What follows belongs to an exercise in optimizing a design on an open flow for small area and a short achievable clock period; a production flow would make more cautious choices.
No run shown here included a check of the RTL's function; only the layout flow was run.
Power and IR drop assume default switching activity.

==> flow/run.sh <==
#!/bin/bash
# Standard ORFS layout, with the smallest buffer on every port instead of
# the one buffer_ports picks by itself.
set -euo pipefail
export BUFFER_PORTS_ARGS="-buffer_cell sky130_fd_sc_hd__buf_1"
bash standard.sh > standard.log 2>&1
==> standard.sh <==
#!/bin/bash
# synth_recipe.tcl (not shown) runs the flow's synth.tcl, then flattens the netlist and writes it again
# the make line also repeats each setting of config.mk as NAME=value (left out here)
make -C /OpenROAD-flow-scripts/flow DESIGN_CONFIG=/design/flow/config.mk WORK_HOME=/design/flow/orfs CLKGATE_MAP_FILE= SYNTH_SCRIPT=/design/flow/synth_recipe.tcl "${@:-finish}"
==> config.mk <==
export PLATFORM = sky130hd
export DESIGN_NAME = sync_event_ctrl
export DESIGN_NICKNAME = sync_event_ctrl
export VERILOG_FILES = /design/flow/design.v
export SDC_FILE = /design/flow/constraint.sdc
export NUM_CORES = 4
export LEC_CHECK = 0
export CAP_MARGIN = 20
export CORE_MARGIN = 2
export CORE_UTILIZATION = 40
export SETUP_SLACK_MARGIN = 2.0
export SLEW_MARGIN = 20
==> constraint.sdc <==
create_clock -name core_clock -period 5.5 [get_ports {clk}]
set_input_delay 1.1000 -clock core_clock [delete_from_list [all_inputs] [get_ports {clk}]]
set_output_delay 1.1000 -clock core_clock [all_outputs]
set_load 0.01 [all_outputs]
==> design.v <==
`timescale 1ns/1ps
package sync_pkg;
	typedef logic [64-1:0]  data_word_t;
	typedef logic [8-1:0]  ctrl_byte_t;
	typedef logic [64-1:0]  time_t;
	typedef logic [4-1:0] port_mask_t;  
	typedef enum logic [8-1:0] {
		CTRL_SOF  = 8'hFF,
		CTRL_BODY = 8'h00,
		CTRL_EOF  = 8'h01
	} ctrl_code_t;
	typedef enum logic [1:0] {
		RX_IDLE,
		RX_WAIT_SOF,
		RX_BODY,
		RX_DONE
	} rx_state_t;
	typedef enum logic {
		TX_IDLE,
		TX_SEND
	} tx_state_t;
endpackage
`timescale 1ns/1ps
module sync_event_ctrl (
	input  logic                                  clk,
	input  logic                                  rst,
	input  logic                                  master_mode,
	input  logic                                  slave_mode,
	input  logic [4-1:0]               sync_rx_valid,
	input  logic [16-1:0]       sync_interval,
	input  logic [16-1:0]        sync_timeout,
	input  logic [32-1:0]          link_delay,
	input  logic [64-1:0]                sync_data,
	input  logic [8-1:0]                sync_ctrl,
	input  logic [4-1:0]               sync_wr,
	input  logic [4-1:0]               udp_rdy,
	output wire  [4*64-1:0]   udp_data,
	output wire  [4*8-1:0]   udp_ctrl,
	output wire  [4-1:0]               udp_wr,
	output logic [4-1:0]               sync_rdy,
	output logic [64-1:0]                local_clk_counter,
	output logic [64-1:0]                global_time,
	output logic                                  sync_state
);
	localparam logic [79:0] PORT_ID = 80'h0000_FF05_2345_6789_ABCD;
	localparam logic [47:0] MAC_DST = 48'h011B_1900_0000;
	localparam logic [47:0] MAC_SRC = 48'h3C97_0E0F_6857;
	localparam logic [63:0] NEG_K   = 64'd0 - 64'd5536;
	logic        m;
	assign m = master_mode;
	logic        m_q;
	logic        s_q;
	logic [32:0] ld_k;   
	always_ff @(posedge clk) begin
		m_q  <= master_mode;
		s_q  <= slave_mode;
		ld_k <= 33'(link_delay) + 33'(64'd5536);
	end
	logic [6:0]                      us_cnt;
	logic                            us_wrap;
	logic [16-1:0] interval_cnt;
	logic [16-1:0]  timeout_cnt;
	logic                            sync_tick;
	logic                            rx_done;
	assign us_wrap = (us_cnt == 7'(125 - 1));
	always_ff @(posedge clk or posedge rst) begin
		if (rst) begin
			us_cnt       <= '0;
			interval_cnt <= '0;
			sync_tick    <= 1'b0;
		end else begin
			us_cnt <= us_wrap ? '0 : us_cnt + 1'b1;
			if (interval_cnt == sync_interval) begin
				interval_cnt <= '0;
				sync_tick    <= 1'b1;
			end else begin
				sync_tick <= 1'b0;
				if (us_wrap)
					interval_cnt <= interval_cnt + 1'b1;
			end
		end
	end
	always_ff @(posedge clk or posedge rst) begin
		if (rst)
			timeout_cnt <= '0;
		else if (rx_done || m)
			timeout_cnt <= '0;
		else if (slave_mode && sync_tick && timeout_cnt != sync_timeout)
			timeout_cnt <= timeout_cnt + 1'b1;
	end
	always_ff @(posedge clk or posedge rst) begin
		if (rst)
			sync_state <= 1'b0;
		else
			sync_state <= m || (slave_mode && (timeout_cnt < sync_timeout));
	end
	logic [4-1:0] ingress_port;
	logic [4-1:0] lowest_valid;
	logic                    grant_ok;
	logic                    rs_wait;    
	logic [8:1]              rs_body;    
	logic                    rs_done;
	logic                    rs_idle;
	logic                    rx_busy;
	logic                    word_valid;
	logic                    sof_hit;
	logic                    last_word;
	logic [3:1]              fwd;        
	logic [8:0]              tx_pos;     
	logic                    tx_busy;
	assign word_valid = |sync_wr;
	assign rx_busy    = (|rs_body) || rs_done;
	assign rs_idle    = !rs_wait && !rx_busy;
	assign sof_hit    = rs_wait && word_valid && (sync_ctrl == 8'hFF);
	assign last_word  = rs_body[8] && word_valid;
	assign rx_done    = rs_done;
	assign lowest_valid = sync_rx_valid & (~sync_rx_valid + 1'b1);
	assign grant_ok = slave_mode && !m && !rx_busy && !tx_busy &&
		(sync_rdy == '0) && (sync_rx_valid != '0);
	always_ff @(posedge clk or posedge rst) begin
		if (rst) begin
			sync_rdy     <= '0;
			ingress_port <= '0;
		end else if (grant_ok) begin
			sync_rdy     <= lowest_valid;
			ingress_port <= lowest_valid;
		end else if (last_word) begin
			sync_rdy <= '0;
		end
	end
	always_ff @(posedge clk or posedge rst) begin
		if (rst) begin
			rs_wait <= 1'b0;
			rs_body <= '0;
			rs_done <= 1'b0;
			fwd     <= '0;
		end else begin
			rs_wait    <= !m && (rs_idle || (rs_wait && !sof_hit));
			rs_body[1] <= !m && (sof_hit || (rs_body[1] && !word_valid));
			for (int k = 2; k <= 8; k++)
				rs_body[k] <= !m && (word_valid ? rs_body[k-1] : rs_body[k]);
			rs_done    <= !m && last_word;
			fwd        <= {fwd[2:1], rs_body[4] && word_valid};
		end
	end
	logic [63:0] corr;
	logic [3:1]  rev;        
	logic [16:0] sum1;       
	logic [17:0] sum2;       
	logic [30:0] sum3;       
	logic        cy16;
	logic        cy33;
	assign rev  = tx_pos[2:0];
	assign sum1 = 17'(corr[15:0]) + 17'(rev[1] ? NEG_K[15:0] : ld_k[15:0]);
	assign sum2 = 18'(corr[32:16]) + 18'(rev[2] ? NEG_K[32:16] : ld_k[32:16]) + 18'(cy16);
	assign sum3 = corr[63:33] + (rev[3] ? NEG_K[63:33] : 31'd0) + 31'(cy33);
	always_ff @(posedge clk) begin
		cy16 <= sum1[16];
		cy33 <= sum2[17];
	end
	logic [63:0] hdr;
	logic [47:0] mac_dst;
	logic [47:0] mac_src;
	logic [79:0] origin;
	logic [47:0] trailer;
	logic        m_start;
	assign m_start = sync_tick && m && !tx_busy;
	always_ff @(posedge clk) begin
		if (m_q ? m_start : sof_hit)
			hdr <= m_q ? local_clk_counter : sync_data;
		if (rs_body[1] && word_valid) begin
			mac_dst         <= sync_data[63:16];
			mac_src[47:32]  <= sync_data[15:0];
		end
		if (rs_body[2] && word_valid)
			mac_src[31:0] <= sync_data[63:32];
		if (rs_body[3] && word_valid)
			corr[63:48] <= sync_data[15:0];
		if (rs_body[4] && word_valid)
			corr[47:0] <= sync_data[63:16];
		if (fwd[1] || rev[1])
			corr[15:0] <= sum1[15:0];
		if (fwd[2] || rev[2])
			corr[32:16] <= sum2[16:0];
		if (fwd[3] || rev[3])
			corr[63:33] <= sum3;
		if (rs_body[7] && word_valid)
			origin[79:16] <= sync_data;
		if (rs_body[8] && word_valid) begin
			origin[15:0] <= sync_data[63:48];
			trailer      <= sync_data[47:0];
		end
	end
	logic [63:0] rx_time;
	logic [63:0] cnt_inc;
	logic [60:0] gt_inc;
	always_comb begin
		logic [63:0] p, g, pp, gg;
		p  = origin[63:0] ^ corr;
		g  = origin[63:0] & corr;
		pp = p;
		gg = g;
		for (int d = 1; d < 64; d = d * 2)
			for (int i = 63; i >= d; i--) begin
				gg[i] = gg[i] | (pp[i] & gg[i-d]);
				pp[i] = pp[i] & pp[i-d];
			end
		rx_time[0] = p[0];
		for (int i = 1; i < 64; i++)
			rx_time[i] = p[i] ^ gg[i-1];
	end
	always_comb begin
		logic [63:0] ca;
		logic [60:0] ta;
		ca = local_clk_counter;
		for (int d = 1; d < 64; d = d * 2)
			for (int i = 2*d-1; i < 64; i = i + 2*d)
				ca[i] = ca[i] & ca[i-d];
		for (int d = 16; d >= 1; d = d / 2)
			for (int i = 3*d-1; i < 64; i = i + 2*d)
				ca[i] = ca[i] & ca[i-d];
		cnt_inc[0] = !local_clk_counter[0];
		for (int i = 1; i < 64; i++)
			cnt_inc[i] = local_clk_counter[i] ^ ca[i-1];
		ta = global_time[63:3];
		for (int d = 1; d < 61; d = d * 2)
			for (int i = 2*d-1; i < 61; i = i + 2*d)
				ta[i] = ta[i] & ta[i-d];
		for (int d = 16; d >= 1; d = d / 2)
			for (int i = 3*d-1; i < 61; i = i + 2*d)
				ta[i] = ta[i] & ta[i-d];
		gt_inc[0] = !global_time[3];
		for (int i = 1; i < 61; i++)
			gt_inc[i] = global_time[i+3] ^ ta[i-1];
	end
	always_ff @(posedge clk or posedge rst) begin
		if (rst)
			local_clk_counter <= '0;
		else
			local_clk_counter <= cnt_inc;
	end
	always_ff @(posedge clk or posedge rst) begin
		if (rst)
			global_time <= '0;
		else if (rx_done)
			global_time <= rx_time;
		else
			global_time[63:3] <= gt_inc;
	end
	logic        start;
	logic [63:0] w [0:8];
	logic [63:0] tx_data;
	logic [63:0] od;
	logic [4-1:0] oc_sof;
	logic [4-1:0] oc_end;
	logic [4-1:0] ow;
	assign start   = rx_done || m_start;
	assign tx_busy = |tx_pos;
	always_ff @(posedge clk or posedge rst) begin
		if (rst)
			tx_pos <= '0;
		else
			tx_pos <= {tx_pos[7:0], start};
	end
	assign w[0] = hdr;
	assign w[1] = m_q ? {MAC_DST, MAC_SRC[47:32]} : {mac_dst, mac_src[47:32]};
	assign w[2] = {m_q ? MAC_SRC[31:0] : mac_src[31:0], 16'h88F7, 12'h000, 4'h2};
	assign w[3] = {16'h002C, 8'h00, 8'h00, 16'h0000, m_q ? 16'h0 : corr[63:48]};
	assign w[4] = {m_q ? 48'h0 : corr[47:0], 16'h0000};
	assign w[5] = {16'h0000, PORT_ID[79:32]};
	assign w[6] = {PORT_ID[31:0], 16'h0000, 8'h00, 8'h7F};
	assign w[7] = m_q ? {16'h0, hdr[60:13]} : origin[79:16];
	assign w[8] = m_q ? {hdr[12:0], 3'b000, 48'h0} : {origin[15:0], trailer};
	always_comb begin
		tx_data = '0;
		for (int k = 0; k <= 8; k++)
			tx_data = tx_data | ({64{tx_pos[k]}} & w[k]);
	end
	always_ff @(posedge clk) begin
		od     <= tx_data;
		oc_sof <= {4{tx_pos[0]}} & udp_rdy;
		oc_end <= {4{tx_pos[0] || tx_pos[8]}} & udp_rdy;
	end
	always_ff @(posedge clk or posedge rst) begin
		if (rst)
			ow <= '0;
		else
			for (int p = 0; p < 4; p++)
				ow[p] <= tx_busy && udp_rdy[p] && (m_q || (s_q && !ingress_port[p]));
	end
	for (genvar p = 0; p < 4; p++) begin : g_port
		assign udp_data[p*64 +: 64] = od;
		assign udp_ctrl[p*8 +: 8] = {{7{oc_sof[p]}}, oc_end[p]};
		assign udp_wr[p] = ow[p];
	end
endmodule
==> results of run 1 <==
[placed cells by master, fill, tap and decap left out, drive strengths merged, types with 17 or more instances in the layout]
cell type / Yosys / final
a221oi: 72 / 72
inv: 78 / 78
dfxtp: 109 / 109
ha: 207 / 207
a31oi: 21 / 21
o21bai: 27 / 27
clkbuf: 123 / 114
nand4: 67 / 67
nand2: 217 / 217
a222oi: 20 / 20
and3: 47 / 47
or2: 35 / 35
a21o: 62 / 62
a21oi: 175 / 175
xnor2: 97 / 97
nor3: 33 / 33
buf: 228 / 678
xor2: 136 / 136
nand3: 51 / 51
nand2b: 17 / 17
and2: 17 / 17
a22oi: 23 / 23
nor2: 165 / 165
mux2: 143 / 143
a22o: 30 / 30
clkinv: 0 / 20
nor2b: 32 / 32
o21ai: 188 / 188
edfxtp: 352 / 352
dfrtp: 203 / 203
[registers in the layout, indices dropped and copies added (netlist names), 7 cells and up]
signal / cells
od: 64
global_time: 64
timeout_cnt: 16
local_clk_counter: 64
ld_k: 33
tx_pos: 9
trailer: 48
origin: 80
corr: 64
rs_body: 8
mac_dst: 48
mac_src: 48
interval_cnt: 16
hdr: 64
us_cnt: 7
[layout make-up]
| class | instances | area share, % |
|---|---|---|
| repair buffers | 678 | 7.398 |
| flip-flops and latches | 664 | 43.72 |
| well taps | 1155 | 3.538 |
| clock inverters | 27 | 0.8975 |
| multi-input cells | 2062 | 38.26 |
| inverters | 78 | 0.7382 |
| diodes | 2 | 0.01225 |
| clock buffers | 114 | 5.437 |
[cell families (layout without fill, tap and decap cells)]
family | after synthesis | after routing | synth area share, %
and+or+nand+nor | 747 | 747 | 10.65
AOI/OAI and AO/OA | 722 | 722 | 13.55
DFF | 664 | 664 | 50.71
buffers and inverters | 429 | 897 | 6.889
xor gates and xnor gates | 233 | 233 | 5.804
adders and majority gates | 213 | 213 | 7.707
muxes | 147 | 147 | 4.693
other | 0 | 2 | 0
[stage by stage]
step                worst slack, ns  power, W  area [um^2]  util (%)  hold WS (ns)
floorplan                     1.546  0.005684        35270         -        0.3519
global placement              1.489  0.005884        36980     42.56        0.3733
detailed placement            1.371  0.005889        36980     42.56        0.3762
CTS                           1.924   0.01107        40140     46.19        0.3872
global route                  1.903   0.01131        40840     47.00        0.4017
finish                        2.053   0.01098        40850     47.01        0.3892
[how the worst max path moves through the flow]
| stage | startpoint | endpoint | slack (ns) | cells past startpoint |
|---|---|---|---|---|
| floorplan | rst | tx_pos[2]$_DFF_PP0_ | 1.55 | 1 |
| global placement | corr[0]$_DFFE_PP_ | global_time[62]$_DFF_PP0_ | 1.49 | 12 |
| detailed placement | corr[0]$_DFFE_PP_ | global_time[62]$_DFF_PP0_ | 1.37 | 12 |
| CTS | global_time[3]$_DFF_PP0_ | global_time[62]$_DFF_PP0_ | 1.92 | 15 |
| global route | global_time[3]$_DFF_PP0_ | global_time[62]$_DFF_PP0_ | 1.90 | 16 |
| finish | corr[0]$_DFFE_PP_ | global_time[62]$_DFF_PP0_ | 2.05 | 12 |
[layer usage]
| layer | track usage [%] | vias to the layer above | wire length, um |
|---|---|---|---|
| li1 | - | 12230 | - |
| met1 | 34.64 | 13210 | 49280 |
| met2 | 40.08 | 1243 | 55120 |
| met3 | 5.166 | 219 | 10240 |
| met4 | 12.63 | 8 | 6337 |
| met5 | 0 | - | 46 |
[power groups by stage]
| stage | logic (W) | clock network (W) | registers [W] |
|---|---|---|---|
| CTS | 0.000481 | 0.00528 | 0.00531 |
| global placement | 0.000473 | 0 | 0.00541 |
| global route | 0.000533 | 0.00547 | 0.00531 |
| detailed placement | 0.000477 | 0 | 0.00541 |
| floorplan | 0.000277 | 0 | 0.00541 |
| finish | 0.000483 | 0.00519 | 0.00531 |
[timing repair]
action / CTS / global route
gates resized for setup: 59 / 74
setup endpoints to repair: 50 / 43
setup buffers: 31 / 41
pin swaps: 17 / 39
==> results.ini, run 1 <==
[status]
outcome=timing/DRC/antenna clean

[timing]
tightest_slew_ns=1.101
max_freq_mhz=290.1
hold_viol=0
rsz0062_at_grt=yes
tns_ns=0
setup_viol=0
min_period_over_period_pct=62.68
clock_skew_ns=0.03949
slew_viol_final=0
period_needed_ns=3.447
max-slew-margin-rel_pct=26.60

[route]
drt-wirelength-per-cell_um=25.32
ant_nets=0
drc=0
dr.pass1.iters=6
wl_um=121000
drt-initial-drc-count=2827
vias=26920
vias_per_cell=5.631

[clocking]
cts_root_buffer=clkbuf_16
worstSkewPairLatency_ns=0.65
ctsHoldBuffers=0
cts_tree=built
cts-buffers-inserted=76
htreeDepth=3
clock-sinks=664
cts_max_path_buffers=3
path_clk_slew_ns=0.06

[critical_path]
max_stage_delay_ns=0.45
endpoint_kind=flip-flop
rr_worst_depth=12
crit_chain=ha_1 -> fa_1 -> a21oi_2 -> o21ai_2 -> a311o_1 -> a22oi_2 -> nand2_2 -> a21oi_4 -> o211ai_1 -> a311oi_2 -> nor3b_1 -> a311oi_1
path_max_fanout=3
path_class=reg2reg
startpoint_type=flip-flop
crit_buf_inv=0
worstPathArrival_ns=3.98
reg2reg_to=global_time[62]$_DFF_PP0_
crit_required_ns=6.04
rrSetupSlack_ns=2.05
cp_top_family=compound AO/OA/AOI/OAI gates
critPathSlowestCell=a311o_1
worstReg2RegStart=corr[0]$_DFFE_PP_

[floorplan]
die_h_um=300.5
io_pins=577
rows=108
core-area_mm2=0.08689
die_x_um=300.5
initial_core_util_pct=40.47
die_area_mm2=0.09029

[grt]
grt_antenna_before_repair=7
grt_usage_pct=25.87
grt_pass1_vias=24790
gr-total-overflow=0
grt_pass1_wl_um=171600
grt_start_max_net_pins=110

[yosys]
synth_edf_count=352
synthTopCellsByArea=edfxtp_1, dfrtp_1, ha_1, dfxtp_1, buf_4
syn-num-nets=3520
yosysMostFrequentCell=edfxtp_1
avgSynthCellArea_um2=11.14
async_flop_share_pct=30.57
synth_top_flop_cell=edfxtp_1
synth_top_area_cell=edfxtp_1
ys_top_cells_by_count=edfxtp_1, nand2_1, buf_4
synth.top_cell.area_share_pct=30.06
yosysWarnings=2
ys_seq_area_share_pct=50.71
synth_cells=3155
ys_ff_latch=664
ys_types=75
netlist_area_mm2=0.03516

[placed_design]
hpwlAfterDp_um=90250
place_congestion=0.9835
dpl.cell_count=4564
portBuffers=576

[cells_and_area]
nFillCells=8058
syn_to_final_growth_pct=16.17
multi_input_area_mm2=0.01563
fin_cells=4780
ff_latch_area_mm2=0.01786
layout.nets=3925
layout-drive-gt1-share_pct=14.57

[pwr]
switching_power_w=0.002494
clockPowerShare_pct=47.2
p_leak_nw=16.38
peakVddDrop_mv=0.2676
seqPwrFrac_pct=48.4
power_frac_comb_pct=4.4
p_int_w=0.008488
p_sw_share_pct=22.71
powerDensity_mw_per_mm2=268.9

[worst_hold_path]
min_from=fwd[1]$_DFF_PP0_
hold_end=fwd[2]$_DFF_PP0_
hold_path_depth=0
hold_path_class=reg2reg

[run]
maxCapViolations=0

==> run 2: changes to the inputs <==
--- a/config.mk
+++ b/config.mk
@@ -10,3 +10,3 @@
 export CORE_UTILIZATION = 40
-export SETUP_SLACK_MARGIN = 2.0
+export SETUP_SLACK_MARGIN = 2.8
 export SLEW_MARGIN = 20
==> results.ini, run 2 <==
[floorplan]
io_pins=577  ; unchanged
core-area_mm2=0.08689  ; unchanged
die_x_um=300.5  ; unchanged
die_h_um=300.5  ; unchanged
die_area_mm2=0.09029  ; unchanged
rows=108  ; unchanged
initial_core_util_pct=40.47  ; unchanged

[yosys]
synth_edf_count=352  ; unchanged
synth_top_area_cell=edfxtp_1
ys_seq_area_share_pct=50.71  ; unchanged
async_flop_share_pct=30.57  ; unchanged
synth_cells=3155  ; unchanged
synth.top_cell.area_share_pct=30.06  ; unchanged
netlist_area_mm2=0.03516  ; unchanged
ys_ff_latch=664  ; unchanged
synth_top_flop_cell=edfxtp_1
ys_types=75  ; unchanged
avgSynthCellArea_um2=11.14  ; unchanged
yosysWarnings=2  ; unchanged
syn-num-nets=3520  ; unchanged
ys_top_cells_by_count=edfxtp_1, nand2_1, buf_4
synthTopCellsByArea=edfxtp_1, dfrtp_1, ha_1, dfxtp_1, buf_4
yosysMostFrequentCell=edfxtp_1

[timing]
setup_viol=0  ; unchanged
period_needed_ns=3.362  ; -0.08556 ns
max-slew-margin-rel_pct=24.53  ; -2.1 points
slew_viol_final=0  ; unchanged
max_freq_mhz=297.4  ; +2.5%
final.setup.worst_slack_ns=2.138  ; +0.08556 ns
min_period_over_period_pct=61.13  ; -1.6 points
clock_skew_ns=0.03619  ; -0.003295 ns
tightest_slew_ns=1.132  ; +0.03097 ns
tns_ns=0  ; unchanged
rsz0062_at_grt=yes
hold_viol=0  ; unchanged

[critical_path]
reg2reg_to=local_clk_counter[63]$_DFF_PP0_
endpoint_kind=flip-flop
startpoint_type=flip-flop
worstPathArrival_ns=3.91  ; -0.07 ns
path_class=reg2reg
rr_worst_depth=13  ; +1
worstReg2RegStart=local_clk_counter[12]$_DFF_PP0_
path_max_fanout=2  ; -1
rrSetupSlack_ns=2.14  ; +0.09 ns
crit_required_ns=6.05  ; about the same

[clocking]
clock-sinks=664  ; unchanged
cts_root_buffer=clkbuf_16
cts_tree=built
cts-buffers-inserted=74  ; -2.6%
htreeDepth=3  ; unchanged
worstSkewPairLatency_ns=0.65  ; about the same
cts_max_path_buffers=3  ; unchanged
path_clk_slew_ns=0.06  ; about the same

[grt]
grt_antenna_before_repair=16  ; +9
grt_pass1_wl_um=177600  ; +3.5%
grt_start_max_net_pins=114  ; +3.6%
grt_usage_pct=26.62  ; +0.75 points
grt_pass1_vias=26330  ; +6.2%
gr-total-overflow=0  ; unchanged

[worst_hold_path]
hold_path_class=reg2reg
min_from=fwd[1]$_DFF_PP0_
hold_end=fwd[2]$_DFF_PP0_
hold_path_depth=0  ; unchanged

[cells_and_area]
largest_reg_flops=80  ; unchanged
layout.nets=4100  ; +4.5%
nFillCells=7687  ; -4.6%
layout_commonest_cell=buf_1
layout_common_cells=buf_1, edfxtp_1, buf_4
layout-drive-gt1-share_pct=24.31  ; +9.7 points
max_flop_register=origin
syn_to_final_growth_pct=26.17

[placed_design]
portBuffers=576  ; unchanged
place_congestion=1.038  ; +5.5%
hpwlAfterDp_um=89680  ; -0.62%
dp_slack_ns=1.660  ; +0.2897 ns

[route]
drt-initial-drc-count=2817  ; -0.35%
vias=27980  ; +4.0%
vias_per_cell=5.642  ; +0.20%
drc=0  ; unchanged
wl_um=125300  ; +3.5%
ant_nets=0  ; unchanged
dr.pass1.iters=9  ; +3
drt-wirelength-per-cell_um=25.26  ; -0.24%

[pwr]
powerDensity_mw_per_mm2=247.1  ; -8.1%
peakVddDrop_mv=0.2056  ; -23%
p_leak_nw=17.74  ; +8.3%

[status]
outcome=timing/DRC/antenna clean

[run]
maxCapViolations=0  ; unchanged

==> run 2: metrics by stage <==
stage	instance area, um^2	total power [W]	std cells	util, %	hold WS, ns
floorplan	35730	0.005694	3155	-	0.3519
global placement	37330	0.005890	4565	42.96	0.3739
detailed placement	37330	0.005895	4565	42.96	0.3767
CTS	43160	0.01101	4898	49.67	0.3897
global route	44350	0.01127	4955	51.05	0.3947
finish	44360	0.01096	4959	51.06	0.3898
==> run 2: area by class of cell <==
cell class / instances / area [um^2] / area share [%]
flip-flops and latches: 664 / 17850 / 40.24
multi-input cells: 2062 / 17520 / 39.50
repair buffers: 855 / 4726 / 10.65
clock buffers: 101 / 2088 / 4.707
well taps: 1155 / 1445 / 3.257
clock inverters: 37 / 407.9 / 0.9194
inverters: 78 / 305.3 / 0.6882
diodes: 7 / 17.52 / 0.03948
==> run 2: how the worst max path moves through the flow <==
stage               cells after the start                             from                              end  slack (ns)
floorplan                               1                              rst  local_clk_counter[11]$_DFF_PP0_        1.55
global placement                       13   local_clk_counter[0]$_DFF_PP0_  local_clk_counter[63]$_DFF_PP0_        1.73
detailed placement                     13   local_clk_counter[0]$_DFF_PP0_  local_clk_counter[63]$_DFF_PP0_        1.66
CTS                                    13  local_clk_counter[10]$_DFF_PP0_  local_clk_counter[63]$_DFF_PP0_        1.99
global route                           13  local_clk_counter[13]$_DFF_PP0_  local_clk_counter[63]$_DFF_PP0_        2.06
finish                                 13  local_clk_counter[12]$_DFF_PP0_  local_clk_counter[63]$_DFF_PP0_        2.14
==> run 2: worst max-delay path: stages (launching register included) <==
cell and delay [ns]:
dfrtp_1 0.40, nand4_4 0.15, or3_4 0.37, or4_4 0.58
nor4_4 0.14, buf_4 0.18, and3_4 0.19, and4_4 0.22
and4_4 0.23, and3_4 0.19, and3_4 0.19, and3_4 0.19
ha_4 0.12, xor2_1 0.13
==> run 2: layer usage <==
| layer | wire length (um) | up-vias | GRT usage, % |
|---|---|---|---|
| li1 | - | 12590 | - |
| met1 | 50750 | 13890 | 34.84 |
| met2 | 58400 | 1229 | 42.79 |
| met3 | 10320 | 254 | 5.483 |
| met4 | 5646 | 16 | 11.39 |
| met5 | 138 | - | 0 |
==> run 2: what timing repair did <==
action                     4_1_cts  5_1_grt
pin swaps                      162      129
hold buffers                     0        0
gates resized for setup        319      152
setup endpoints to repair      226      209
buffers inserted               190       54
cloned                           5        0
==> run 2: kinds of logic (layout without fill, tap and decap cells) <==
group | Yosys count | in the layout | synth area share, %
and+or+nand+nor | 747 | 747 | 10.65
AOI/OAI and AO/OA | 722 | 722 | 13.55
DFF | 664 | 664 | 50.71
buffers and inverters | 429 | 1071 | 6.889
xor gates and xnor gates | 233 | 233 | 5.804
adders and majority gates | 213 | 213 | 7.707
muxes | 147 | 147 | 4.693
other | 0 | 7 | 0
==> run 2: power breakdown <==
group / internal [W] / switching [W] / total, W
combinational: 0.000221 / 0.000323 / 0.000544
sequential: 0.00528 / 0.0000292 / 0.00531
clock: 0.00294 / 0.00217 / 0.00511
total: 0.00844 / 0.00252 / 0.0110
==> run 3: changes to the inputs <==
--- a/design.v
+++ b/design.v
@@ -52,7 +52,5 @@
 	logic        s_q;
-	logic [32:0] ld_k;   
-	always_ff @(posedge clk) begin
-		m_q  <= master_mode;
-		s_q  <= slave_mode;
-		ld_k <= 33'(link_delay) + 33'(64'd5536);
+	always_ff @(posedge clk) begin
+		m_q <= master_mode;
+		s_q <= slave_mode;
 	end
@@ -147,13 +145,14 @@
 	logic [3:1]  rev;        
-	logic [16:0] sum1;       
+	logic [17:0] sum1;       
 	logic [17:0] sum2;       
 	logic [30:0] sum3;       
-	logic        cy16;
+	logic [1:0]  cy16;
 	logic        cy33;
 	assign rev  = tx_pos[2:0];
-	assign sum1 = 17'(corr[15:0]) + 17'(rev[1] ? NEG_K[15:0] : ld_k[15:0]);
-	assign sum2 = 18'(corr[32:16]) + 18'(rev[2] ? NEG_K[32:16] : ld_k[32:16]) + 18'(cy16);
+	assign sum1 = 18'(corr[15:0]) + 18'(rev[1] ? NEG_K[15:0] : link_delay[15:0]) +
+		18'(rev[1] ? 16'd0 : 16'(64'd5536));
+	assign sum2 = 18'(corr[32:16]) + 18'(rev[2] ? NEG_K[32:16] : 17'(link_delay[31:16])) + 18'(cy16);
 	assign sum3 = corr[63:33] + (rev[3] ? NEG_K[63:33] : 31'd0) + 31'(cy33);
 	always_ff @(posedge clk) begin
-		cy16 <= sum1[16];
+		cy16 <= sum1[17:16];
 		cy33 <= sum2[17];
@@ -196,46 +195,36 @@
 	logic [60:0] gt_inc;
+	logic [7:1]  cnt_ones;   
+	logic [7:0]  cnt_up;     
+	assign rx_time = origin[63:0] + corr;
+	assign cnt_up = {cnt_ones, 1'b1};
 	always_comb begin
-		logic [63:0] p, g, pp, gg;
-		p  = origin[63:0] ^ corr;
-		g  = origin[63:0] & corr;
-		pp = p;
-		gg = g;
-		for (int d = 1; d < 64; d = d * 2)
-			for (int i = 63; i >= d; i--) begin
-				gg[i] = gg[i] | (pp[i] & gg[i-d]);
-				pp[i] = pp[i] & pp[i-d];
-			end
-		rx_time[0] = p[0];
-		for (int i = 1; i < 64; i++)
-			rx_time[i] = p[i] ^ gg[i-1];
+		for (int k = 0; k < 8; k++)
+			for (int i = 0; i < 8; i++)
+				cnt_inc[8*k+i] = local_clk_counter[8*k+i] ^
+					(cnt_up[k] && (i == 0 || &(local_clk_counter[8*k +: 8] | ~(8'hFF >> (8-i)))));
+	end
+	always_ff @(posedge clk or posedge rst) begin
+		if (rst) begin
+			local_clk_counter <= '0;
+			cnt_ones          <= '0;
+		end else begin
+			local_clk_counter <= cnt_inc;
+			for (int k = 1; k < 8; k++)
+				cnt_ones[k] <= &((local_clk_counter ^ 64'd1) | ~((64'd1 << (8*k)) - 64'd1));
+		end
 	end
 	always_comb begin
-		logic [63:0] ca;
-		logic [60:0] ta;
-		ca = local_clk_counter;
-		for (int d = 1; d < 64; d = d * 2)
-			for (int i = 2*d-1; i < 64; i = i + 2*d)
-				ca[i] = ca[i] & ca[i-d];
-		for (int d = 16; d >= 1; d = d / 2)
-			for (int i = 3*d-1; i < 64; i = i + 2*d)
-				ca[i] = ca[i] & ca[i-d];
-		cnt_inc[0] = !local_clk_counter[0];
-		for (int i = 1; i < 64; i++)
-			cnt_inc[i] = local_clk_counter[i] ^ ca[i-1];
-		ta = global_time[63:3];
-		for (int d = 1; d < 61; d = d * 2)
-			for (int i = 2*d-1; i < 61; i = i + 2*d)
-				ta[i] = ta[i] & ta[i-d];
-		for (int d = 16; d >= 1; d = d / 2)
-			for (int i = 3*d-1; i < 61; i = i + 2*d)
-				ta[i] = ta[i] & ta[i-d];
-		gt_inc[0] = !global_time[3];
-		for (int i = 1; i < 61; i++)
-			gt_inc[i] = global_time[i+3] ^ ta[i-1];
-	end
-	always_ff @(posedge clk or posedge rst) begin
-		if (rst)
-			local_clk_counter <= '0;
-		else
-			local_clk_counter <= cnt_inc;
+		logic [7:0] grp;
+		logic [7:0] up;
+		logic [63:0] t;
+		t = {3'b000, global_time[63:3]};
+		for (int k = 0; k < 8; k++)
+			grp[k] = &t[8*k +: 8];
+		for (int k = 0; k < 8; k++)
+			up[k] = &(grp | ~((8'd1 << k) - 8'd1));
+		for (int k = 0; k < 8; k++)
+			for (int i = 0; i < 8; i++)
+				if (8*k+i < 61)
+					gt_inc[8*k+i] = t[8*k+i] ^
+						(up[k] && (i == 0 || &(t[8*k +: 8] | ~(8'hFF >> (8-i)))));
 	end
--- a/config.mk
+++ b/config.mk
@@ -10,3 +10,3 @@
 export CORE_UTILIZATION = 40
-export SETUP_SLACK_MARGIN = 2.8
+export SETUP_SLACK_MARGIN = 2.5
 export SLEW_MARGIN = 20
==> results.ini, run 3 <==
[critical_path]
endpoint_kind=flip-flop
path_class=in2reg
path_max_fanout=3  ; +1
crit_required_ns=5.88  ; -0.17 ns
worstPathArrival_ns=3.92  ; about the same
startpoint_type=input pin

[cells_and_area]
layout_common_cells=buf_1, edfxtp_1, nand2_1
largest_reg_flops=80  ; unchanged
layout_commonest_cell=buf_1
layout.nets=4057  ; -1.0%
layout-drive-gt1-share_pct=20.39  ; -3.9 points
syn_to_final_growth_pct=22.60
max_flop_register=origin

[pwr]
p_int_w=0.008251  ; -2.2%
p_sw_share_pct=22.95  ; -0.075 points
clockPowerShare_pct=47.4  ; +0.8 points
peakVddDrop_mv=0.1991  ; -3.2%
seqPwrFrac_pct=47.8  ; -0.6 points
power_frac_comb_pct=4.8  ; -0.2 points
powerDensity_mw_per_mm2=251.5  ; +1.8%
p_leak_nw=16.68  ; -6.0%
switching_power_w=0.002457  ; -2.6%

[timing]
rsz0062_at_grt=yes
tightest_slew_ns=1.112  ; -0.01973 ns
final.setup.worst_slack_ns=1.960  ; -0.1781 ns
tns_ns=0  ; unchanged
clock_skew_ns=0.02951  ; -0.006680 ns
min_period_over_period_pct=64.36  ; +3.2 points
max-slew-margin-rel_pct=25.85  ; +1.3 points
hold_viol=0  ; unchanged
slew_viol_final=0  ; unchanged
period_needed_ns=3.540  ; +0.1781 ns
max_freq_mhz=282.5  ; -5.0%
setup_viol=0  ; unchanged

[grt]
gr-total-overflow=0  ; unchanged
grt_start_max_net_pins=134  ; +18%
grt_pass1_wl_um=174100  ; -2.0%
grt_usage_pct=26.25  ; -0.36 points
grt_pass1_vias=25680  ; -2.5%
grt_antenna_before_repair=10  ; -6

[yosys]
synth_top_area_cell=edfxtp_1
synth_top_flop_cell=edfxtp_1
synth_edf_count=352  ; unchanged
ys_types=78  ; +4.0%
ys_ff_latch=639  ; -3.8%
synth.top_cell.area_share_pct=30.44  ; +0.37 points
yosysMostFrequentCell=edfxtp_1
avgSynthCellArea_um2=10.91  ; -2.1%
netlist_area_mm2=0.03473  ; -1.2%
synthTopCellsByArea=edfxtp_1, dfrtp_1, ha_1, buf_4, dfxtp_1
ys_seq_area_share_pct=50.01  ; -0.71 points
ys_top_cells_by_count=edfxtp_1, nand2_1, buf_4
syn-num-nets=3536  ; +0.45%
yosysWarnings=2  ; unchanged
async_flop_share_pct=32.86  ; +2.3 points
synth_cells=3183  ; +0.89%

[clocking]
cts_max_path_buffers=3  ; unchanged
htreeDepth=3  ; unchanged
cts-buffers-inserted=74  ; unchanged
ctsHoldBuffers=0  ; unchanged
clock-sinks=639  ; -3.8%
worstSkewPairLatency_ns=0.65  ; about the same
path_clk_slew_ns=0.06  ; about the same
cts_tree=built
cts_root_buffer=clkbuf_16

[status]
outcome=timing/DRC/antenna clean

[route]
wl_met3_um=9458  ; -8.4%
dr.pass1.iters=6  ; -3
highest_layer=met5
vias_per_cell=5.572  ; -1.2%
wl_um=121700  ; -2.8%
vias=27430  ; -2.0%
ant_nets=0  ; unchanged
drt-wirelength-per-cell_um=24.73  ; -2.1%
drc=0  ; unchanged
wl_met1_um=50230  ; -1.0%
dr_wl_met2_um=57010  ; -2.4%
drt-initial-drc-count=2654  ; -5.8%

[floorplan]
io_pins=577  ; unchanged
rows=108  ; unchanged
die_area_mm2=0.08920  ; -1.2%
die_x_um=298.7  ; -0.61%
die_h_um=298.7  ; -0.61%
core-area_mm2=0.08635  ; -0.62%
initial_core_util_pct=40.22  ; -0.25 points

[placed_design]
place_congestion=0.9767  ; -5.9%
dp_slack_ns=1.245  ; -0.4157 ns
portBuffers=576  ; unchanged
hpwlAfterDp_um=87930  ; -2.0%

[run]
maxCapViolations=0  ; unchanged

[worst_hold_path]
hold_path_class=reg2reg

-- run 3: cell types whose count changed after synthesis, moves of 18 or more --
cell,before,now
dfxtp_1,109,77
ha_1,207,189
nand2_1,217,262
nand3_1,51,82
o21ai_0,187,210
xnor2_1,97,136
-- run 3: layout make-up --
class                           count  area (um^2)
Clock buffer                      108         2130
Sequential cell                   639        17390
Antenna cell                        1        2.502
Clock inverter                     30        376.6
Inverter                           91        355.3
Multi-Input combinational cell   2110        16820
Timing Repair Buffer              788         4059
Tap cell                         1155         1445
Fill cell                        7796        43770
-- run 3: metal layers --
| layer | vias up | GRT usage (%) |
|---|---|---|
| li1 | 12460 | - |
| met3 | 212 | 4.042 |
| met5 | - | 0 |
| met4 | 4 | 10.66 |
| met1 | 13530 | 35.88 |
| met2 | 1213 | 41.77 |
-- run 3: repair_timing --
item                                    CTS  global route
cloned                                    1             1
resized for setup                       205           158
setup buffers                           124            58
pin swaps                                73           154
endpoints found under the setup margin  145           136
hold endpoints to repair                  0             0
-- run 3: path summary, 6_finish.rpt --
check | startpoint | endpoint | slack, ns | depth (start not counted)
hold / removal | mac_src[2]$_DFFE_PP_ | od[34]$_DFF_P_ | 0.48 | 2
min in group asynchronous | rst | timeout_cnt[4]$_DFFE_PP0P_ | 0.55 | 3
setup / recovery | link_delay[17] | corr[29]$_DFFE_PP_ | 1.96 | 17
max in group asynchronous | rst | global_time[47]$_DFF_PP0_ | 4.06 | 3
setup reg to reg | tx_pos[1]$_DFF_PP0_ | corr[29]$_DFFE_PP_ | 2.01 | 16
hold reg to reg | mac_src[2]$_DFFE_PP_ | od[34]$_DFF_P_ | 0.48 | 2
-- run 3: kinds of logic after synthesis --
| family | Yosys count | synth area share [%] |
|---|---|---|
| simple gates | 777 | 10.69 |
| compound gates | 738 | 13.88 |
| flops | 639 | 50.01 |
| buf+inv | 434 | 7.043 |
| xor+xnor | 258 | 6.506 |
| fa+ha+maj | 201 | 7.501 |
| mux | 136 | 4.381 |
-- run 3: through the flow --
step	cells	power, W	instance area [um^2]	utilization (%)	hold WS [ns]
after floorplan	3183	0.005500	35000	-	0.3724
after global placement	4598	0.005688	36780	42.60	0.4503
after detailed placement	4599	0.005692	36790	42.61	0.4655
after CTS	4862	0.01076	41330	47.86	0.4728
after global routing	4921	0.01103	42580	49.31	0.4940
final	4922	0.01071	42580	49.31	0.4786
-- run 3: power groups by stage --
stage	registers [W]	logic, W	clock network [W]
4_1_cts	0.00512	0.000497	0.00515
2_1_floorplan	0.00521	0.000289	0
3_5_place_dp	0.00522	0.000475	0
6_report	0.00512	0.000511	0.00508
5_1_grt	0.00512	0.000559	0.00535
3_3_place_gp	0.00522	0.000471	0
-- run 3: worst max-delay path: stages --
cell	delay [ns]
buf_1	0.07
or2_4	0.23
fa_2	0.60
ha_4	0.14
inv_2	0.03
fa_2	0.34
nor2b_1	0.11
o21ai_1	0.08
a21boi_1	0.24
o21ai_2	0.11
a21oi_2	0.20
o21ai_2	0.08
a21oi_2	0.21
nor2b_1	0.07
nor2_1	0.13
xnor2_1	0.13
o21ai_1	0.07
==> run 4: changes to the inputs <==
--- a/design.v
+++ b/design.v
@@ -52,5 +52,7 @@
 	logic        s_q;
+	logic [32:0] ld_k;   
 	always_ff @(posedge clk) begin
-		m_q <= master_mode;
-		s_q <= slave_mode;
+		m_q  <= master_mode;
+		s_q  <= slave_mode;
+		ld_k <= 33'(link_delay) + 33'(64'd5536);
 	end
@@ -145,14 +147,36 @@
 	logic [3:1]  rev;        
-	logic [17:0] sum1;       
+	logic [16:0] sum1;       
 	logic [17:0] sum2;       
 	logic [30:0] sum3;       
-	logic [1:0]  cy16;
+	logic        cy16;
 	logic        cy33;
 	assign rev  = tx_pos[2:0];
-	assign sum1 = 18'(corr[15:0]) + 18'(rev[1] ? NEG_K[15:0] : link_delay[15:0]) +
-		18'(rev[1] ? 16'd0 : 16'(64'd5536));
-	assign sum2 = 18'(corr[32:16]) + 18'(rev[2] ? NEG_K[32:16] : 17'(link_delay[31:16])) + 18'(cy16);
-	assign sum3 = corr[63:33] + (rev[3] ? NEG_K[63:33] : 31'd0) + 31'(cy33);
+	assign sum1 = 17'(corr[15:0]) + 17'(rev[1] ? NEG_K[15:0] : ld_k[15:0]);
+	assign sum2 = 18'(corr[32:16]) + 18'(rev[2] ? NEG_K[32:16] : ld_k[32:16]) + 18'(cy16);
+	always_comb begin
+		logic        inc, dec;
+		logic [31:0] x;
+		logic [3:0]  g1, g0, u1, u0;
+		logic        t1, t0;
+		inc = !rev[3] && cy33;
+		dec = rev[3] && !cy33;
+		x = {1'b0, corr[63:33]};
+		for (int k = 0; k < 4; k++) begin
+			g1[k] = &x[8*k +: 8];
+			g0[k] = ~|x[8*k +: 8];
+		end
+		for (int k = 0; k < 4; k++) begin
+			u1[k] = inc && &(g1 | ~((4'd1 << k) - 4'd1));
+			u0[k] = dec && &(g0 | ~((4'd1 << k) - 4'd1));
+		end
+		for (int k = 0; k < 4; k++)
+			for (int i = 0; i < 8; i++)
+				if (8*k+i < 31) begin
+					t1 = u1[k] && (i == 0 || &(x[8*k +: 8] | ~(8'hFF >> (8-i))));
+					t0 = u0[k] && (i == 0 || ~|(x[8*k +: 8] & (8'hFF >> (8-i))));
+					sum3[8*k+i] = x[8*k+i] ^ (t1 || t0);
+				end
+	end
 	always_ff @(posedge clk) begin
-		cy16 <= sum1[17:16];
+		cy16 <= sum1[16];
 		cy33 <= sum2[17];
==> results.ini, run 4 <==
[clocking]
cts-buffers-inserted=76  ; +2.7%
htreeDepth=3  ; unchanged
path_clk_slew_ns=0.06  ; about the same
cts_root_buffer=clkbuf_16
worstSkewPairLatency_ns=0.66  ; about the same
clock-sinks=671  ; +5.0%
cts_tree=built
cts_max_path_buffers=3  ; unchanged

[pwr]
p_leak_nw=15.97  ; -4.3%
powerDensity_mw_per_mm2=266.9  ; +6.1%
peakVddDrop_mv=0.2103  ; +5.7%

[route]
drt-wirelength-per-cell_um=26.37  ; +6.7%
wl_um=128000  ; +5.2%
dr.pass1.iters=8  ; +2
vias_per_cell=5.660  ; +1.6%
vias=27470  ; +0.15%
drt-initial-drc-count=3359  ; +27%
drc=0  ; unchanged
ant_nets=0  ; unchanged

[cells_and_area]
multi_input_area_mm2=0.01587  ; -5.6%
fin_cells=4853  ; -1.4%
largest_reg_flops=80  ; unchanged
ff_latch_area_mm2=0.01803  ; +3.7%
syn_to_final_growth_pct=20.33
layout-drive-gt1-share_pct=18.88  ; -1.5 points
final_cell_area_mm2=0.04203  ; -1.3%
layout.nets=3917  ; -3.5%
layout_common_cells=buf_1, edfxtp_1, nand2_1
max_flop_register=origin
nFillCells=7871  ; +0.96%
layout_commonest_cell=buf_1

[timing]
final.setup.worst_slack_ns=2.046  ; +0.08618 ns
tightest_slew_ns=1.333  ; +0.2211 ns
period_needed_ns=3.454  ; -0.08618 ns
clock_skew_ns=0.03592  ; +0.006411 ns
setup_viol=0  ; unchanged
min_period_over_period_pct=62.80  ; -1.6 points
tns_ns=0  ; unchanged
slew_viol_final=0  ; unchanged
max-slew-margin-rel_pct=11.01  ; -15 points
max_freq_mhz=289.5  ; +2.5%
hold_viol=0  ; unchanged
rsz0062_at_grt=yes

[floorplan]
core-area_mm2=0.08662  ; +0.31%
die_h_um=299.5  ; +0.29%
io_pins=577  ; unchanged
initial_core_util_pct=40.33  ; +0.11 points
die_area_mm2=0.08971  ; +0.58%
rows=108  ; unchanged
die_x_um=299.5  ; +0.29%

[critical_path]
cp_top_family=compound AO/OA/AOI/OAI gates
path_max_fanout=4  ; +1
critPathSlowestCell=dfrtp_2
max_stage_delay_ns=0.43  ; -0.17 ns
crit_buf_inv=1  ; -1
crit_required_ns=5.88  ; about the same
endpoint_kind=flip-flop
crit_chain=or2_4 -> fa_2 -> inv_2 -> fa_2 -> nor2b_2 -> o21ai_2 -> a21oi_2 -> o211ai_1 -> nand2_1 -> a41oi_2 -> a21oi_2 -> a221o_1 -> a21oi_2 -> xor2_1 -> o21ai_1
startpoint_type=flip-flop
crit_path_frequent_cell=a21oi_2
worstPathArrival_ns=3.83  ; -0.09 ns
path_class=reg2reg

[placed_design]
dp_slack_ns=1.524  ; +0.2795 ns
place_congestion=0.9999  ; +2.4%
dpl.cell_count=4553  ; -1.0%
portBuffers=576  ; unchanged
hpwlAfterDp_um=93360  ; +6.2%
placed_cell_area_mm2=0.03675  ; -0.11%

[grt]
gr-total-overflow=0  ; unchanged
grt_antenna_before_repair=23  ; +13
grt_start_max_net_pins=124  ; -7.5%
grt_usage_pct=27.41  ; +1.2 points
grt_pass1_wl_um=179500  ; +3.1%
grt_pass1_vias=24900  ; -3.0%

[yosys]
ys_ff_latch=671  ; +5.0%
synth_cells=3147  ; -1.1%
synth_top_flop_cell=edfxtp_1
synth_edf_count=352  ; unchanged
async_flop_share_pct=31.30  ; -1.6 points
netlist_area_mm2=0.03493  ; +0.59%
ys_seq_area_share_pct=51.55  ; +1.5 points
yosysMostFrequentCell=edfxtp_1
syn-num-nets=3441  ; -2.7%
synth_top_area_cell=edfxtp_1
synth.top_cell.area_share_pct=30.26  ; -0.18 points
yosysWarnings=2  ; unchanged
ys_top_cells_by_count=edfxtp_1, nand2_1, buf_4
avgSynthCellArea_um2=11.10  ; +1.7%
ys_types=92  ; +18%
synthTopCellsByArea=edfxtp_1, dfrtp_1, dfxtp_1, ha_1, buf_4

[worst_hold_path]
hold_path_class=reg2reg

[status]
outcome=timing/DRC/antenna clean

[run]
maxCapViolations=0  ; unchanged

## run 4: cell count changes in the layout (fill, tap and decap cells not counted), sizes merged, moves of 11 or more
cell / before / now
ha: 189 / 138
nor2: 167 / 156
nand2: 262 / 237
a22oi: 38 / 22
o21ai: 216 / 194
dfxtp: 77 / 109
xnor2: 136 / 168
inv: 92 / 77
a221oi: 57 / 69
buf: 786 / 747
a21oi: 192 / 172
## run 4: layer usage
metal  wire [um]  global-route usage [%]  vias up
met5         102                       0        -
met4        4892                   9.952       16
met3       13060                   5.472      219
met2       57200                   41.59     1451
met1       52720                   38.85    13520
li1            -                       -    12260
## run 4: worst register-to-register path: stages, from the launching register on
cell and delay [ns]:
dfrtp_2 0.43, or2_4 0.25, fa_2 0.39, inv_2 0.07
fa_2 0.21, nor2b_2 0.05, o21ai_2 0.14, a21oi_2 0.09
o211ai_1 0.17, nand2_1 0.12, a41oi_2 0.26, a21oi_2 0.13
a221o_1 0.35, a21oi_2 0.16, xor2_1 0.28, o21ai_1 0.10
## run 4: metrics by stage
step	utilization, %	hold WS [ns]	total power [W]
finish	48.53	0.4039	0.01122
global route	48.50	0.4078	0.01153
CTS	47.32	0.4022	0.01125
detailed placement	42.43	0.3898	0.005955
global placement	42.43	0.3795	0.005952
floorplan	-	0.3519	0.005745
## run 4: cells by family (layout without fill, tap and decap cells)
group	count (synthesis)	in the layout	share of synthesized area, %
fa+ha+maj	142	142	5.172
other cells	0	11	0
flops	671	671	51.55
xor+xnor	291	291	7.296
mux	142	142	4.531
compound gates	682	682	12.79
simple gates	789	790	11.36
buf+inv	430	969	7.307
## run 4: repair_timing
item                                    4_1_cts  5_1_grt
cloned                                        3        3
hold endpoints to repair                      0        0
pin swaps                                    87      119
setup buffers                                95       46
hold buffers                                  0        0
resized for setup                           169      125
endpoints found under the setup margin      142      185
## run 4: worst paths after layout
path / cells past startpoint / slack [ns] / to / start
max: 15 / 2.05 / corr[32]$_DFFE_PP_ / tx_pos[1]$_DFF_PP0_
min: 0 / 0.40 / fwd[2]$_DFF_PP0_ / fwd[1]$_DFF_PP0_
max reg2reg: 15 / 2.05 / corr[32]$_DFFE_PP_ / tx_pos[1]$_DFF_PP0_
min reg2reg: 0 / 0.40 / fwd[2]$_DFF_PP0_ / fwd[1]$_DFF_PP0_
max in group asynchronous: 3 / 4.13 / global_time[23]$_DFF_PP0_ / rst
min in group asynchronous: 3 / 0.61 / tx_pos[6]$_DFF_PP0_ / rst
## run 4: final cells by class
cell class / count / share of cell area (%)
well taps: 1155 / 3.438
diodes: 11 / 0.06549
flip-flops and latches: 671 / 42.89
multi-input cells: 2047 / 37.76
clock inverters: 35 / 1.081
clock buffers: 107 / 5.173
inverters: 78 / 0.7144
repair buffers: 749 / 8.870
## run 4: power breakdown
group          internal [W]  switching, W
Clock               0.00309       0.00223
Combinational      0.000207      0.000325
Sequential          0.00533     0.0000342
Total               0.00863       0.00259
==> run 5: changes to the inputs <==
--- a/design.v
+++ b/design.v
@@ -154,3 +154,5 @@
 	assign sum1 = 17'(corr[15:0]) + 17'(rev[1] ? NEG_K[15:0] : ld_k[15:0]);
-	assign sum2 = 18'(corr[32:16]) + 18'(rev[2] ? NEG_K[32:16] : ld_k[32:16]) + 18'(cy16);
+	logic [18:0] sum2c;
+	assign sum2c = {1'b0, corr[32:16], cy16} + {1'b0, rev[2] ? NEG_K[32:16] : ld_k[32:16], cy16};
+	assign sum2  = sum2c[18:1];
 	always_comb begin
--- a/config.mk
+++ b/config.mk
@@ -9,3 +9,6 @@
 export CORE_MARGIN = 2
-export CORE_UTILIZATION = 40
+export CORE_UTILIZATION = 55
+export CTS_CLUSTER_DIAMETER = 100
+export CTS_CLUSTER_SIZE = 30
+export PLACE_DENSITY = 0.75
 export SETUP_SLACK_MARGIN = 2.5
==> results.ini, run 5 <==
[status]
outcome=timing/DRC/antenna clean

[route]
drc=0  ; unchanged
highest_layer=met5
dr_wl_met2_um=52600  ; -8.0%
wl_met1_um=44900  ; -15%
wl_met3_um=13130  ; +0.53%
drt-initial-drc-count=3727  ; +11%
dr.pass1.iters=8  ; unchanged
vias=28040  ; +2.1%
ant_nets=0  ; unchanged
drt-wirelength-per-cell_um=25.62  ; -2.8%
vias_per_cell=6.135  ; +8.4%
wl_um=117100  ; -8.5%

[cells_and_area]
syn_to_final_growth_pct=14.11
final_cell_area_mm2=0.04004  ; -4.7%
utilization_pct=63.47  ; +15 points
layout-drive-gt1-share_pct=16.47  ; -2.4 points
ff_latch_area_mm2=0.01803  ; about the same
multi_input_area_mm2=0.01603  ; +0.95%
layout_common_cells=buf_1, edfxtp_1, nand2_1
largest_reg_flops=80  ; unchanged
fin_cells=4570  ; -5.8%
max_flop_register=origin
layout.nets=3994  ; +2.0%
nFillCells=5082  ; -35%
layout_commonest_cell=buf_1

[pwr]
switching_power_w=0.001962  ; -24%
clockPowerShare_pct=30.3  ; -17 points
peakVddDrop_mv=0.2242  ; +6.6%
powerDensity_mw_per_mm2=212.2  ; -21%
power_frac_comb_pct=6.6  ; +1.9 points
p_sw_share_pct=23.10  ; about the same
seqPwrFrac_pct=63.2  ; +15 points
p_leak_nw=15.42  ; -3.4%
p_int_w=0.006532  ; -24%

[yosys]
syn-num-nets=3552  ; +3.2%
avgSynthCellArea_um2=10.77  ; -3.0%
yosysMostFrequentCell=edfxtp_1
ys_ff_latch=671  ; unchanged
synth_cells=3258  ; +3.5%
ys_types=81  ; -12%
yosysWarnings=2  ; unchanged
ys_seq_area_share_pct=51.32  ; -0.23 points
synth_top_area_cell=edfxtp_1
async_flop_share_pct=31.30  ; unchanged
synth_top_flop_cell=edfxtp_1
netlist_area_mm2=0.03509  ; +0.45%
synthTopCellsByArea=edfxtp_1, dfrtp_1, dfxtp_1, ha_1, buf_4
synth.top_cell.area_share_pct=30.12  ; -0.13 points
synth_edf_count=352  ; unchanged
ys_top_cells_by_count=edfxtp_1, nand2_1, buf_4

[critical_path]
path_max_fanout=3  ; -1
rr_worst_depth=12  ; -3
worstPathArrival_ns=3.60  ; -0.23 ns
endpoint_kind=flip-flop
worstReg2RegStart=corr[34]$_DFFE_PP_
path_class=reg2reg
rrSetupSlack_ns=2.30  ; +0.26 ns
startpoint_type=flip-flop
reg2reg_to=corr[58]$_DFFE_PP_
crit_required_ns=5.91  ; +0.03 ns

[timing]
min_period_over_period_pct=58.09  ; -4.7 points
max-slew-margin-rel_pct=24.98  ; +14 points
period_needed_ns=3.195  ; -0.2587 ns
clock_skew_ns=0.03811  ; +0.002189 ns
whs_ns=0.4077  ; +0.003756 ns
setup_viol=0  ; unchanged
tns_ns=0  ; unchanged
hold_viol=0  ; unchanged
tightest_slew_ns=1.125  ; -0.2081 ns
rsz0062_at_grt=yes
slew_viol_final=0  ; unchanged
max_freq_mhz=313.0  ; +8.1%

[clocking]
htreeDepth=1  ; -2
cts_max_path_buffers=3  ; unchanged
cts_tree=built
cts_root_buffer=clkbuf_16
ctsHoldBuffers=0  ; unchanged
path_clk_slew_ns=0.12  ; +0.06 ns
cts-buffers-inserted=27  ; -64%
clock-sinks=671  ; unchanged
worstSkewPairLatency_ns=0.65  ; about the same

[floorplan]
die_x_um=256.6  ; -14%
rows=92  ; -15%
core-area_mm2=0.06308  ; -27%
die_h_um=256.6  ; -14%
io_pins=577  ; unchanged
initial_core_util_pct=55.63  ; +15 points
die_area_mm2=0.06584  ; -27%

[worst_hold_path]
hold_path_depth=0  ; unchanged
hold_path_class=reg2reg
hold_end=fwd[3]$_DFF_PP0_
min_from=fwd[2]$_DFF_PP0_

[grt]
gr-total-overflow=0  ; unchanged
grt_start_max_net_pins=129  ; +4.0%
grt_antenna_before_repair=5  ; -78%
grt_pass1_wl_um=167300  ; -6.8%
grt_pass1_vias=25510  ; +2.4%
grt_usage_pct=33.77  ; +6.4 points

[placed_design]
portBuffers=576  ; unchanged
placed_cell_area_mm2=0.03650  ; -0.68%
place_congestion=1.012  ; +1.2%
hpwlAfterDp_um=84920  ; -9.0%
dpl.cell_count=4343  ; -4.6%

[run]
maxCapViolations=0  ; unchanged

[run 5: changes by cell type after synthesis, sizes merged, moves of 7 or more]
cell	before	now
nand2	237	303
a22oi	22	37
a221oi	69	60
a211oi	6	15
clkbuf	115	133
a22o	29	21
or3	9	19
nand2b	18	10
a21o	48	41
o21ai	194	218
and2	22	11
nor2	155	179
[run 5: kinds of logic after synthesis]
kind of cell    synth area share, %
simple gates                  12.24
compound gates                12.86
flops                         51.32
buf+inv                       7.078
xor+xnor                      7.163
fa+ha+maj                     5.127
mux                           4.208
[run 5: critical path, cell delays in order (launching register included)]
cell	delay (ns)
edfxtp_1	0.43
buf_6	0.14
or4b_4	0.55
nor4_4	0.23
buf_4	0.19
nand3_4	0.07
or3_4	0.34
or3_4	0.37
nor2_4	0.11
nand3_2	0.10
mux2i_1	0.18
and3_1	0.19
nor3_2	0.04
[run 5: worst max path at each step]
stage,endpoint,slack (ns),startpoint
CTS,global_time[10]$_DFF_PP0_,2.34,origin[4]$_DFFE_PP_
global route,global_time[60]$_DFF_PP0_,2.20,corr[13]$_DFFE_PP_
global placement,global_time[60]$_DFF_PP0_,1.72,corr[21]$_DFFE_PP_
detailed placement,global_time[60]$_DFF_PP0_,1.67,corr[21]$_DFFE_PP_
floorplan,cnt_ones[1]$_DFF_PP0_,1.67,rst
finish,corr[58]$_DFFE_PP_,2.30,corr[34]$_DFFE_PP_
[run 5: final cells by class]
type / count / share of cell area [%]
Sequential cell: 671 / 45.02
Multi-Input combinational cell: 2146 / 40.02
Timing Repair Buffer: 779 / 9.506
Tap cell: 846 / 2.644
Clock buffer: 42 / 1.906
Inverter: 75 / 0.7219
Clock inverter: 8 / 0.1594
Antenna cell: 3 / 0.01875
[run 5: through the flow]
| stage | power [W] | setup slack, ns |
|---|---|---|
| global route | 0.008730 | 2.198 |
| floorplan | 0.005781 | 1.672 |
| global placement | 0.005973 | 1.718 |
| CTS | 0.008476 | 2.340 |
| finish | 0.008495 | 2.305 |
| detailed placement | 0.005983 | 1.668 |
[run 5: what timing repair did]
action,CTS,global route
pin swaps,58,100
cloned,1,0
buffers inserted,93,80
endpoints found under the setup margin,120,66
resized for setup,150,136
[run 5: power groups by stage]
stage	Combinational (W)	Clock [W]	Sequential, W
finish	0.000557	0.00257	0.00537
CTS	0.000522	0.00259	0.00537
detailed placement	0.000509	0	0.00547
floorplan	0.000313	0	0.00547
global placement	0.000500	0	0.00547
global route	0.000604	0.00276	0.00537
[run 5: routing by layer]
layer  vias to the layer above  track usage, %
met1                     13510           46.63
met3                       308           6.257
met5                         -               0
met4                         4           14.52
li1                      12470               -
met2                      1745           52.39

## re-timing with driven ports
In the flow no input, the clock included, has a driving cell. The finished layouts below were timed again as built, in two steps.
Step 1 (the two cells are an assumption about what drives the block):
set clk [get_ports {clk}]
set_driving_cell -lib_cell sky130_fd_sc_hd__clkbuf_16 $clk
set_driving_cell -lib_cell sky130_fd_sc_hd__buf_2 [delete_from_list [all_inputs] $clk]
Step 2 times the ports against the registers' clock, not the clock port: input delays grow and output delays shrink by t, the midpoint of the rising clock arrivals with the driver on.
Three values: no drivers, after step 1, after step 2; two values: the first two.
run	t (ns)	setup WS [ns]	pins driven straight from the clock port
run 1	0.697	2.053 / 2.053 / 1.932	1
run 2	0.705	2.138 / 2.138 / 2.138	1
run 3	0.704	1.960 / 2.007 / 1.303	1
run 4	0.711	2.046 / 2.046 / 2.046	1
run 5	0.698	2.305 / 2.305 / 2.161	1
After both steps setup and hold are still met in every run listed. For run 3, which loses most, drivers alone change the setup slack by +0.047 ns; drivers and shift together by -0.657 ns.
